What follows belongs to an exercise in optimizing a design on an open flow for small area and a short achievable clock period; a production flow would make more cautious choices.
In this exercise RTL edits were held to simulation tests only and were not proved equivalent to the original.
Power and IR drop assume default switching activity.

## before
==> flow/design.v (excerpt) <==
module axis_fifo #(
    parameter int DATA_WIDTH = 16,
    parameter int DEPTH      = 128,
    parameter int AF_THRESH  = DEPTH - 4,
    parameter int AE_THRESH  = 4,
    localparam int PTR_W     = axis_fifo_pkg::ptr_width(DEPTH)
) (
    input  logic                  ACLK,
    input  logic                  ARESET_N,
    input  logic                  FLUSH,
    input  logic                  S_TVALID,
    output logic                  S_TREADY,
    input  logic [DATA_WIDTH-1:0] S_TDATA,
    input  logic                  S_TLAST,
    output logic                  M_TLAST,
    output logic [PTR_W-1:0]      PKT_CNT,
    output logic                  M_TVALID,
    input  logic                  M_TREADY,
    output logic [DATA_WIDTH-1:0] M_TDATA,
    output logic [PTR_W-1:0]      LEVEL,
    output logic                  ALMOST_FULL,
    output logic                  ALMOST_EMPTY
);
Size: ~3,800 cells after synthesis, about 2,200 flip-flops, ~59 I/O pins.
Settings: LEC_CHECK=0, CAP_MARGIN=20, CORE_MARGIN=2, CORE_UTILIZATION=60, CTS_CLUSTER_DIAMETER=80, CTS_CLUSTER_SIZE=25, PLACE_DENSITY=0.7, SETUP_SLACK_MARGIN=5, SLEW_MARGIN=20, SYNTH_HIERARCHICAL=1, SYNTH_MINIMUM_KEEP_SIZE=0, TNS_END_PERCENT=100; clock period 8.0 ns.
run.sh (not shown) runs the stock make flow with config.mk's settings and CLKGATE_MAP_FILE= SYNTH_SCRIPT=/design/flow/synth_recipe.tcl, a recipe that flattens the netlist after the stock synthesis.
#### Input delta (after over before)
--- a/flow/design.v
+++ b/flow/design.v
@@ -194,32 +194,32 @@
     output logic                  ALMOST_EMPTY
 );
     localparam int ADDR_W  = PTR_W - 1;
     localparam int ENTRY_W = axis_fifo_pkg::entry_width(DATA_WIDTH);
     localparam int LO_W    = ADDR_W / 2;
     localparam int LO_N    = 1 << LO_W;
     localparam int HI_N    = 1 << (ADDR_W - LO_W);
     typedef logic [PTR_W-1:0] ptr_t;
-    localparam logic [HI_N-1:0] HI_RST = {{(HI_N - 1){1'b1}}, 1'b0};
-    localparam logic [LO_N-1:0] LO_RST = {{(LO_N - 1){1'b1}}, 1'b0};
+    localparam logic [HI_N-1:0] HI_RST = {{(HI_N - 1){1'b0}}, 1'b1};
+    localparam logic [LO_N-1:0] LO_RST = {{(LO_N - 1){1'b0}}, 1'b1};
     if (AF_THRESH < 1 || AF_THRESH > DEPTH) begin : g_bad_af
         $error("axis_fifo: AF_THRESH must be within 1..DEPTH");
     end
     if (AE_THRESH < 0 || AE_THRESH > DEPTH - 1) begin : g_bad_ae
         $error("axis_fifo: AE_THRESH must be within 0..DEPTH-1");
     end
     if (DEPTH < 4 || (DEPTH & (DEPTH - 1)) != 0) begin : g_bad_depth
         $error("axis_fifo: DEPTH must be a power of two and at least 4");
     end
     logic [ENTRY_W-1:0] head;        
     logic [ENTRY_W-1:0] wr_entry;
     logic [ENTRY_W-1:0] rd_entry;
-    logic [HI_N-1:0] rd_hi_n;
-    logic [LO_N-1:0] rd_lo_n;
+    logic [HI_N-1:0] rd_hi;
+    logic [LO_N-1:0] rd_lo;
     logic [ADDR_W-1:0] wr_pos;       
     logic  rd_wrap;                  
     ptr_t  lvl;
     ptr_t  pkt;
     logic  vld;                      
     logic  one;                      
     logic  full;                     
     logic  nae;                      
@@ -240,18 +240,17 @@
     ptr_t  pkt_nx;
     logic  vld_nx;
     logic  one_nx;
     logic  af_nx;
     logic  nae_nx;
     assign full         = lvl[PTR_W-1];
     assign S_TREADY     = ~full_o;
     assign ALMOST_EMPTY = ~nae;
-    assign M_TDATA      = head[DATA_WIDTH-1:0];
-    assign rd_wrap      = ~rd_hi_n[(DEPTH - 2) / LO_N] & ~rd_lo_n[(DEPTH - 2) % LO_N];
+    assign rd_wrap      = rd_hi[(DEPTH - 2) / LO_N] & rd_lo[(DEPTH - 2) % LO_N];
     always_comb begin
         push       = S_TVALID & ~full;
         pop        = M_TREADY & vld;
         to_store   = push & vld & ~(one & pop);
         from_store = pop & ~one;
         up         = push & ~pop;
         down       = pop & ~push;
         load_s     = push & (~vld | (one & pop));
@@ -294,35 +293,35 @@
             vld          <= vld_nx;
             one          <= one_nx;
             ALMOST_FULL  <= af_nx;
             nae          <= nae_nx;
         end
     end
     always_ff @(posedge ACLK or negedge ARESET_N) begin
         if (!ARESET_N) begin
-            rd_hi_n      <= HI_RST;
-            rd_lo_n      <= LO_RST;
+            rd_hi        <= HI_RST;
+            rd_lo        <= LO_RST;
             wr_pos       <= '0;
         end else if (FLUSH) begin
-            rd_hi_n      <= HI_RST;
-            rd_lo_n      <= LO_RST;
+            rd_hi        <= HI_RST;
+            rd_lo        <= LO_RST;
             wr_pos       <= '0;
         end else begin
             if (to_store) begin
                 wr_pos <= (wr_pos == ADDR_W'(DEPTH - 2)) ? '0 : wr_pos + ADDR_W'(1);
             end
             if (from_store) begin
                 if (rd_wrap) begin
-                    rd_lo_n <= LO_RST;
-                    rd_hi_n <= HI_RST;
+                    rd_lo <= LO_RST;
+                    rd_hi <= HI_RST;
                 end else begin
-                    rd_lo_n <= {rd_lo_n[LO_N-2:0], rd_lo_n[LO_N-1]};
-                    if (!rd_lo_n[LO_N-1]) begin
-                        rd_hi_n <= {rd_hi_n[HI_N-2:0], rd_hi_n[HI_N-1]};
+                    rd_lo <= {rd_lo[LO_N-2:0], rd_lo[LO_N-1]};
+                    if (rd_lo[LO_N-1]) begin
+                        rd_hi <= {rd_hi[HI_N-2:0], rd_hi[HI_N-1]};
                     end
                 end
             end
         end
     end
     axis_fifo_oreg #(.W(PTR_W)) u_level_o (.ACLK(ACLK), .ARESET_N(ARESET_N), .d(lvl_nx), .q(LEVEL));
     axis_fifo_oreg #(.W(1)) u_valid_o (.ACLK(ACLK), .ARESET_N(ARESET_N), .d(vld_nx), .q(M_TVALID));
     axis_fifo_oreg #(.W(1)) u_full_o (.ACLK(ACLK), .ARESET_N(ARESET_N), .d(lvl_nx[PTR_W-1]), .q(full_o));
@@ -339,18 +338,18 @@
     end
     always_ff @(posedge ACLK or negedge ARESET_N) begin
         if (!ARESET_N) begin
             head <= '0;
         end else begin
             head <= head_d;
         end
     end
+    axis_fifo_oreg #(.W(ENTRY_W)) u_head_o (.ACLK(ACLK), .ARESET_N(ARESET_N), .d(head_d), .q({M_TLAST, M_TDATA}));
     assign wr_entry = {S_TLAST, S_TDATA};
-    assign M_TLAST  = head[DATA_WIDTH];
     assign last_in  = S_TLAST;
     always_comb begin
         pk_up  = (push & last_in) & ~(pop & head[DATA_WIDTH]);
         pk_dn  = ~(push & last_in) & (pop & head[DATA_WIDTH]);
         pkt_nx = pkt;
         if (FLUSH) begin
             pkt_nx = '0;
         end else if (pk_up) begin
@@ -371,18 +370,18 @@
         .WIDTH  (ENTRY_W),
         .ADDR_W (ADDR_W),
         .LO_W   (LO_W)
     ) u_ram (
         .ACLK     (ACLK),
         .wr_en    (~full),
         .wr_pos   (wr_pos),
         .wr_data  (wr_entry),
-        .rd_hi_n  (rd_hi_n),
-        .rd_lo_n  (rd_lo_n),
+        .rd_hi_n  (~rd_hi),
+        .rd_lo_n  (~rd_lo),
         .rd_data  (rd_entry)
     );
 endmodule
 module axis_fifo_oreg #(
     parameter int W = 1
 ) (
     input  logic         ACLK,
     input  logic         ARESET_N,
==> comparison <==
before has lower clock network power share than after.
Number of violations reported at the end of detailed-routing iteration 0 in after vs before: down 5.6%
NOTE: share of power burned in combinational logic in after falls short of that of before
Summary — least setup slack across all paths after layout, after relative to before: higher, by 0.070 ns.
Post-cts resize count: higher on after
Taking before as the reference point, the worst hold slack of after falls by 0.066 ns.
Per the comparison of after with before, fraction of the yosys area taken by sequential cells barely changed; register area climbed 360 µm²; width of the die barely changed; met2 wire length dropped 1900 µm.

---

== trial 84 ==
Starting RTL as in the previous note.
// axis_fifo
module axis_fifo #(
    parameter int DATA_WIDTH = 16,
    parameter int DEPTH      = 128,
    parameter int AF_THRESH  = DEPTH - 4,
    parameter int AE_THRESH  = 4,
    localparam int PTR_W     = axis_fifo_pkg::ptr_width(DEPTH)
) (
    input  logic                  ACLK,
    input  logic                  ARESET_N,
    input  logic                  FLUSH,
    input  logic                  S_TVALID,
    output logic                  S_TREADY,
    input  logic [DATA_WIDTH-1:0] S_TDATA,
    input  logic                  S_TLAST,
    output logic                  M_TLAST,
    output logic [PTR_W-1:0]      PKT_CNT,
    output logic                  M_TVALID,
    input  logic                  M_TREADY,
    output logic [DATA_WIDTH-1:0] M_TDATA,
    output logic [PTR_W-1:0]      LEVEL,
    output logic                  ALMOST_FULL,
    output logic                  ALMOST_EMPTY
);
export LEC_CHECK = 0
export CAP_MARGIN = 20
export CORE_MARGIN = 2
export CORE_UTILIZATION = 60
export CTS_CLUSTER_DIAMETER = 90
export CTS_CLUSTER_SIZE = 28
export PLACE_DENSITY = 0.7
export SETUP_SLACK_MARGIN = 5
export SLEW_MARGIN = 20
export SYNTH_HIERARCHICAL = 1
export SYNTH_MINIMUM_KEEP_SIZE = 0
export TNS_END_PERCENT = 100
create_clock -name core_clock -period 8.0 [get_ports {ACLK}]
standard.sh (not shown) runs the stock make flow with config.mk's settings and CLKGATE_MAP_FILE= SYNTH_SCRIPT=/design/flow/synth_recipe.tcl, a recipe that flattens the netlist after the stock synthesis.
==> flow/flow/run.sh <==
#!/bin/bash
set -euo pipefail
sed -e 's/ SETUP_SLACK_MARGIN=5 / SETUP_SLACK_MARGIN=5.4 /' standard.sh > standard_margin.sh
grep -q 'SETUP_SLACK_MARGIN=5.4 ' standard_margin.sh
bash standard_margin.sh > layout_make.log 2>&1
test -s out/final.def
--- input diff trial 84..build 34 ---
--- a/flow/design.v
+++ b/flow/design.v
@@ -238,21 +238,20 @@
     logic  last_in;
     ptr_t  lvl_nx;
     ptr_t  pkt_nx;
     logic  vld_nx;
     logic  one_nx;
     logic  af_nx;
     logic  nae_nx;
     assign full         = lvl[PTR_W-1];
     assign S_TREADY     = ~full_o;
     assign ALMOST_EMPTY = ~nae;
-    assign M_TDATA      = head[DATA_WIDTH-1:0];
     assign rd_wrap      = ~rd_hi_n[(DEPTH - 2) / LO_N] & ~rd_lo_n[(DEPTH - 2) % LO_N];
     always_comb begin
         push       = S_TVALID & ~full;
         pop        = M_TREADY & vld;
         to_store   = push & vld & ~(one & pop);
         from_store = pop & ~one;
         up         = push & ~pop;
         down       = pop & ~push;
         load_s     = push & (~vld | (one & pop));
         load_r     = from_store;
@@ -337,22 +336,22 @@
     for (genvar b = 0; b < ENTRY_W; b++) begin : g_head
         axis_fifo_ao21 u_ao (.a(rd_entry[b]), .b(take_r), .c(head_rest[b]), .y(head_d[b]));
     end
     always_ff @(posedge ACLK or negedge ARESET_N) begin
         if (!ARESET_N) begin
             head <= '0;
         end else begin
             head <= head_d;
         end
     end
+    axis_fifo_oreg #(.W(ENTRY_W)) u_head_o (.ACLK(ACLK), .ARESET_N(ARESET_N), .d(head_d), .q({M_TLAST, M_TDATA}));
     assign wr_entry = {S_TLAST, S_TDATA};
-    assign M_TLAST  = head[DATA_WIDTH];
     assign last_in  = S_TLAST;
     always_comb begin
         pk_up  = (push & last_in) & ~(pop & head[DATA_WIDTH]);
         pk_dn  = ~(push & last_in) & (pop & head[DATA_WIDTH]);
         pkt_nx = pkt;
         if (FLUSH) begin
             pkt_nx = '0;
         end else if (pk_up) begin
             pkt_nx = pkt + ptr_t'(1);
         end else if (pk_dn) begin
## What came out
As far as number of signal-net inverters in the final layout goes, trial 84 and build 34 are indistinguishable; the numbers are identical.
Any difference in global-route usage over all layers between build 34 and trial 84 is small enough to ignore.
Going from trial 84 to build 34, the post-place instance area was found to have gone up by 0.64%.
Data-path buffer share of cell area in the final layout essentially unchanged between build 34 and trial 84.
On post-layout minimum cycle time: between build 34 and trial 84, it ends up higher for build 34.
Going from trial 84 to build 34, total power rose about 0.6%, share of power burned in the clock network fell 0.2 points.
Switching share of power (lower): build 34
| sequential share of layout area | build 34 vs trial 84 | ≈ equal |
In the metrics for build 34 and trial 84, the one carrying the lower proportion of synthesized flip-flops having asynchronous set or reset is trial 84.

static timing again, ports no longer ideal:
In the flow no input, the clock included, has a driving cell. The finished layouts below were timed again as built, in two steps.
Step 1, drivers: a clkbuf_16 drives ACLK and a buf_2 each remaining input, both assumed.
Step 2, shift: input delay + t, output delay - t, t = (earliest + latest rising clock arrival at the registers) / 2. This alone moves slack from input paths to output paths.
Three values: ideal, step 1, step 2; two values: the first two.
run | t (ns) | slack for setup (ns) | worst setup path at the end | slew at the worst register clock pin (ns) | pins driven straight from the clock port
before | 0.824 | 4.850 / 4.850 / 4.348 | input to register | 0.10 / 0.10 | 1
after | 0.823 | 4.921 / 4.863 / 4.311 | input to register | 0.10 / 0.10 | 1
trial 84 | 0.823 | 4.925 / 4.868 / 4.545 | input to register | 0.12 / 0.12 | 1
build 34 | 0.812 | 4.845 / 4.845 / 4.589 | input to register | 0.11 / 0.11 | 1
After both steps every run listed still meets setup and hold. The setup slack of after, which loses most, moves by -0.058 ns with the drivers and by -0.610 ns with both steps.
